Background: an optimization exercise with open tools, aiming at small area, a short achievable clock period and few clock cycles per item. Do not read the settings as production practice. Function was checked by simulation only, so behaviour that the tests miss may differ from the original. Power figures rest on the tool's default switching activity, not on a simulated workload.

==> yarrow <==
Design lattice_bond_site_mapper, start of the top module:
module lattice_bond_site_mapper #(
   parameter int MAX_EXTENT = 256
) (
   input  logic                               clock,
   input  logic                               reset,
   input  logic                               req_valid,
   output logic                               req_ready,
   input  logic [lbsm_pkg::CELL_W-1:0]        req_cell_x,
   input  logic [lbsm_pkg::CELL_W-1:0]        req_cell_y,
   input  logic [lbsm_pkg::CELL_W-1:0]        req_cell_z,
   input  logic signed [lbsm_pkg::OFF_W-1:0]  req_src_dx,
   input  logic signed [lbsm_pkg::OFF_W-1:0]  req_src_dy,
   input  logic signed [lbsm_pkg::OFF_W-1:0]  req_src_dz,
   input  logic [lbsm_pkg::LOCAL_W-1:0]       req_src_local,
   input  logic signed [lbsm_pkg::OFF_W-1:0]  req_tgt_dx,
   input  logic signed [lbsm_pkg::OFF_W-1:0]  req_tgt_dy,
   input  logic signed [lbsm_pkg::OFF_W-1:0]  req_tgt_dz,
   input  logic [lbsm_pkg::LOCAL_W-1:0]       req_tgt_local,
   output logic                               rsp_valid,
   input  logic                               rsp_ready,
   output logic                               rsp_connected,
   output logic [lbsm_pkg::SITE_W-1:0]        rsp_src_site,
   output logic [lbsm_pkg::SITE_W-1:0]        rsp_tgt_site,
   output logic                               rsp_flip_x,
   output logic                               rsp_flip_y,
   output logic                               rsp_flip_z,
   output logic [lbsm_pkg::DIMS-1:0]          rsp_src_outside,
   output logic [lbsm_pkg::DIMS-1:0]          rsp_tgt_outside,
   input  logic                               csr_write_en,
   input  logic [lbsm_pkg::CSR_IDX_W-1:0]     csr_index,
   input  logic [lbsm_pkg::CSR_DATA_W-1:0]    csr_wdata
);
==> module lbsm_divider, before the edit <==
module lbsm_divider (
   input  logic signed [lbsm_pkg::COORD_W-1:0] coord,
   input  logic [lbsm_pkg::SIZE_W-1:0]         extent,
   output logic signed [lbsm_pkg::COORD_W-1:0] next,
   output logic                                moved
);
   localparam int CW = lbsm_pkg::COORD_W;
   logic [CW-1:0] ne;                   
   logic [CW-1:0] down;                 
   logic [4:0]    dc;                   
   logic [3:0]    mc0, mc1, hc0, hc1;   
   logic [2:0]    ms0, ms1, hs0, hs1;
   logic          mcy;                  
   logic [5:0]    uc;                   
   logic [4:0]    us;
   logic [3:0]    uh;                   
   logic [CW-1:0] up;                   
   logic          below, above;
   assign ne = ~{1'b0, extent};
   assign dc[0]  = 1'b1;
   assign mc0[0] = 1'b0;
   assign mc1[0] = 1'b1;
   assign hc0[0] = 1'b0;
   assign hc1[0] = 1'b1;
   for (genvar i = 0; i < 4; i++) begin : g_down_lo
      lbsm_fa u_fa (.a(coord[i]), .b(ne[i]), .c(dc[i]), .s(down[i]), .co(dc[i+1]));
   end
   for (genvar i = 0; i < 3; i++) begin : g_down_mid
      lbsm_fa u_fa0 (.a(coord[i+4]), .b(ne[i+4]), .c(mc0[i]), .s(ms0[i]), .co(mc0[i+1]));
      lbsm_fa u_fa1 (.a(coord[i+4]), .b(ne[i+4]), .c(mc1[i]), .s(ms1[i]), .co(mc1[i+1]));
   end
   for (genvar i = 0; i < 3; i++) begin : g_down_hi
      lbsm_fa u_fa0 (.a(coord[i+7]), .b(ne[i+7]), .c(hc0[i]), .s(hs0[i]), .co(hc0[i+1]));
      lbsm_fa u_fa1 (.a(coord[i+7]), .b(ne[i+7]), .c(hc1[i]), .s(hs1[i]), .co(hc1[i+1]));
   end
   assign down[6:4]    = dc[4] ? ms1 : ms0;
   assign mcy          = dc[4] ? mc1[3] : mc0[3];
   assign down[CW-1:7] = mcy ? hs1 : hs0;
   assign uc[0] = 1'b0;
   for (genvar i = 0; i < 5; i++) begin : g_up
      lbsm_fa u_fa (.a(extent[i]), .b(coord[i]), .c(uc[i]), .s(us[i]), .co(uc[i+1]));
   end
   assign uh = extent[8:5] - 4'd1;
   assign up = {uc[5] ? {1'b0, extent[8:5]} : {(extent[8:5] == 4'd0), uh}, us};
   assign below = coord[CW-1];
   assign above = !down[CW-1];
   assign moved = below | above;
   assign next  = below ? up : (above ? down : coord);
endmodule
==> flow/config.mk <==
export PLATFORM = sky130hd
export DESIGN_NAME = lattice_bond_site_mapper
export DESIGN_NICKNAME = lattice_bond_site_mapper
export VERILOG_FILES = /design/flow/design.v
export SDC_FILE = /design/flow/constraint.sdc
export NUM_CORES = 4
export LEC_CHECK = 0
export CAP_MARGIN = 20
export CELL_PAD_IN_SITES_DETAIL_PLACEMENT = 1
export CELL_PAD_IN_SITES_GLOBAL_PLACEMENT = 1
export CORE_MARGIN = 2
export CORE_UTILIZATION = 40
export CTS_BUF_LIST = sky130_fd_sc_hd__clkbuf_4 sky130_fd_sc_hd__clkbuf_8
export PLACE_DENSITY = 0.55
export SLEW_MARGIN = 20
export SYNTH_HIERARCHICAL = 1
export SYNTH_MINIMUM_KEEP_SIZE = 0
==> flow/constraint.sdc <==
create_clock -name core_clock -period 10.0 [get_ports {clock}]
set_input_delay 2.0000 -clock core_clock [delete_from_list [all_inputs] [get_ports {clock}]]
set_output_delay 2.0000 -clock core_clock [all_outputs]
set_load 0.01 [all_outputs]
run.sh (not shown) runs the stock make flow with config.mk's settings and CLKGATE_MAP_FILE= SYNTH_SCRIPT=/design/flow/synth_recipe.tcl, a recipe that flattens the netlist after the stock synthesis.
==> lagoon (differences from yarrow) <==
--- a/flow/design.v
+++ b/flow/design.v
@@ -29,37 +29,13 @@
    output logic                                moved
 );
    localparam int CW = lbsm_pkg::COORD_W;
-   logic [CW-1:0] ne;                   
    logic [CW-1:0] down;                 
-   logic [4:0]    dc;                   
-   logic [3:0]    mc0, mc1, hc0, hc1;   
-   logic [2:0]    ms0, ms1, hs0, hs1;
-   logic          mcy;                  
    logic [5:0]    uc;                   
    logic [4:0]    us;
    logic [3:0]    uh;                   
    logic [CW-1:0] up;                   
    logic          below, above;
-   assign ne = ~{1'b0, extent};
-   assign dc[0]  = 1'b1;
-   assign mc0[0] = 1'b0;
-   assign mc1[0] = 1'b1;
-   assign hc0[0] = 1'b0;
-   assign hc1[0] = 1'b1;
-   for (genvar i = 0; i < 4; i++) begin : g_down_lo
-      lbsm_fa u_fa (.a(coord[i]), .b(ne[i]), .c(dc[i]), .s(down[i]), .co(dc[i+1]));
-   end
-   for (genvar i = 0; i < 3; i++) begin : g_down_mid
-      lbsm_fa u_fa0 (.a(coord[i+4]), .b(ne[i+4]), .c(mc0[i]), .s(ms0[i]), .co(mc0[i+1]));
-      lbsm_fa u_fa1 (.a(coord[i+4]), .b(ne[i+4]), .c(mc1[i]), .s(ms1[i]), .co(mc1[i+1]));
-   end
-   for (genvar i = 0; i < 3; i++) begin : g_down_hi
-      lbsm_fa u_fa0 (.a(coord[i+7]), .b(ne[i+7]), .c(hc0[i]), .s(hs0[i]), .co(hc0[i+1]));
-      lbsm_fa u_fa1 (.a(coord[i+7]), .b(ne[i+7]), .c(hc1[i]), .s(hs1[i]), .co(hc1[i+1]));
-   end
-   assign down[6:4]    = dc[4] ? ms1 : ms0;
-   assign mcy          = dc[4] ? mc1[3] : mc0[3];
-   assign down[CW-1:7] = mcy ? hs1 : hs0;
+   assign down = coord - $signed({1'b0, extent});
    assign uc[0] = 1'b0;
    for (genvar i = 0; i < 5; i++) begin : g_up
       lbsm_fa u_fa (.a(extent[i]), .b(coord[i]), .c(uc[i]), .s(us[i]), .co(uc[i+1]));
Settings changed: CTS_BUF_LIST sky130_fd_sc_hd__clkbuf_4 sky130_fd_sc_hd__clkbuf_8 to sky130_fd_sc_hd__clkbuf_16, CTS_CLUSTER_DIAMETER from default to 80, CTS_CLUSTER_SIZE from default to 24.
==> xenon (differences from yarrow) <==
--- a/flow/design.v
+++ b/flow/design.v
@@ -29,37 +29,13 @@
    output logic                                moved
 );
    localparam int CW = lbsm_pkg::COORD_W;
-   logic [CW-1:0] ne;                   
    logic [CW-1:0] down;                 
-   logic [4:0]    dc;                   
-   logic [3:0]    mc0, mc1, hc0, hc1;   
-   logic [2:0]    ms0, ms1, hs0, hs1;
-   logic          mcy;                  
    logic [5:0]    uc;                   
    logic [4:0]    us;
    logic [3:0]    uh;                   
    logic [CW-1:0] up;                   
    logic          below, above;
-   assign ne = ~{1'b0, extent};
-   assign dc[0]  = 1'b1;
-   assign mc0[0] = 1'b0;
-   assign mc1[0] = 1'b1;
-   assign hc0[0] = 1'b0;
-   assign hc1[0] = 1'b1;
-   for (genvar i = 0; i < 4; i++) begin : g_down_lo
-      lbsm_fa u_fa (.a(coord[i]), .b(ne[i]), .c(dc[i]), .s(down[i]), .co(dc[i+1]));
-   end
-   for (genvar i = 0; i < 3; i++) begin : g_down_mid
-      lbsm_fa u_fa0 (.a(coord[i+4]), .b(ne[i+4]), .c(mc0[i]), .s(ms0[i]), .co(mc0[i+1]));
-      lbsm_fa u_fa1 (.a(coord[i+4]), .b(ne[i+4]), .c(mc1[i]), .s(ms1[i]), .co(mc1[i+1]));
-   end
-   for (genvar i = 0; i < 3; i++) begin : g_down_hi
-      lbsm_fa u_fa0 (.a(coord[i+7]), .b(ne[i+7]), .c(hc0[i]), .s(hs0[i]), .co(hc0[i+1]));
-      lbsm_fa u_fa1 (.a(coord[i+7]), .b(ne[i+7]), .c(hc1[i]), .s(hs1[i]), .co(hc1[i+1]));
-   end
-   assign down[6:4]    = dc[4] ? ms1 : ms0;
-   assign mcy          = dc[4] ? mc1[3] : mc0[3];
-   assign down[CW-1:7] = mcy ? hs1 : hs0;
+   assign down = coord - $signed({1'b0, extent});
    assign uc[0] = 1'b0;
    for (genvar i = 0; i < 5; i++) begin : g_up
       lbsm_fa u_fa (.a(extent[i]), .b(coord[i]), .c(uc[i]), .s(us[i]), .co(uc[i+1]));
==> run notes <==
yarrow completed without violations. xenon ran to the end with no violations. lagoon ran to the end with no violations. Between xenon and lagoon, the lower global-route usage is in lagoon (gap 0.48 points). Sequential cell count is the same in xenon and yarrow. Sequential share of layout area: lagoon > xenon > yarrow. Register-to-register slack: yarrow is worse than xenon (0.06 ns). Clock-buffer cell count, highest first: xenon, yarrow, lagoon. In yarrow the combinational power is lower than in lagoon, by 7.9%. Against yarrow, the non-clock buffer count of lagoon is lower by 5. Clock skew: xenon > yarrow > lagoon.
==> figures <==
| metric | xenon | yarrow | lagoon |
|---|---|---|---|
| Result of the run | complete, no violations | complete, no violations | complete, no violations |
| Total number of placement rows | 126 | 127 | 126 |
| Diodes inserted | 6 | 4 | 2 |
| Gate count after technology mapping | 4474 | 4350 | 4474 |
| Switching power as a share of total power | 41.4% | 40.4% | 43.2% |
| Detailed-route vias per instance | 5.91 | 5.76 | 5.97 |
| Non-clock inverter total of the final layout | 451 | 414 | 451 |
| Worst-Margin Slew | 1.13 ns | 1.15 ns | 1.17 ns |
| Met3 routing resource usage after global routing | 4.34% | 4.70% | 2.99% |
| Sequential cell power | 3.84 mW | 3.87 mW | 3.84 mW |
| Clock network area share | 5.21% | 5.18% | 3.55% |
| Area fraction in compound gates after synthesis | 18.2% | 16.7% | 18.2% |
| Worst r2r dst | rsp_src_site_ff[28]$_SDFFCE_PN0P_ | s0_moved$_SDFFCE_PN1P_ | rowb_ff[12]$_SDFFE_PP0P_ |
| Proportion of power drawn by the clock network | 25.2% | 26.1% | 21.0% |
| Count of plain and timing-repair buffers | 205 | 210 | 205 |
| Final critical path time including I/O delays and setup | 4.42 ns | 4.48 ns | 4.48 ns |
| Global-route usage over all layers | 26.5% | 26.3% | 26.0% |
| Worst Slack Setup Final | 5.58 ns | 5.52 ns | 5.52 ns |
Testbench counts of yarrow, summed over its fixed seeds: cycles 19,440, bonds 19,200.
Testbench counts of lagoon, summed over its fixed seeds: cycles 19,440, bonds 19,200.
Testbench counts of xenon, summed over its fixed seeds: cycles 19,440, bonds 19,200.

[port drivers added, routing unchanged]
No port has a modelled driver above. Below, the same layouts with a new extraction and two added sets of constraints. Step 1: set_driving_cell puts a clkbuf_16 on clock and a buf_2 on each other input, an assumption about the parent block. Step 2 also shifts input and output timing later by t, the mid clock arrival at the registers, as if the neighbouring blocks saw the same clock. Three values: no drivers, after step 1, after step 2; two values: the first two.
run | shift t [ns] | setup slack, ns | worst register clock-pin slew, ns
yarrow | 0.921 | 5.518 / 5.518 / 4.677 | 0.07 / 0.07
lagoon | 0.746 | 5.518 / 5.540 / 4.826 | 0.10 / 0.10
xenon | 0.934 | 5.579 / 5.579 / 4.844 | 0.07 / 0.07
After both steps every run listed still meets setup and hold. The setup slack of yarrow, which loses most, moves by 0.000 ns with the drivers and by -0.841 ns with both steps.
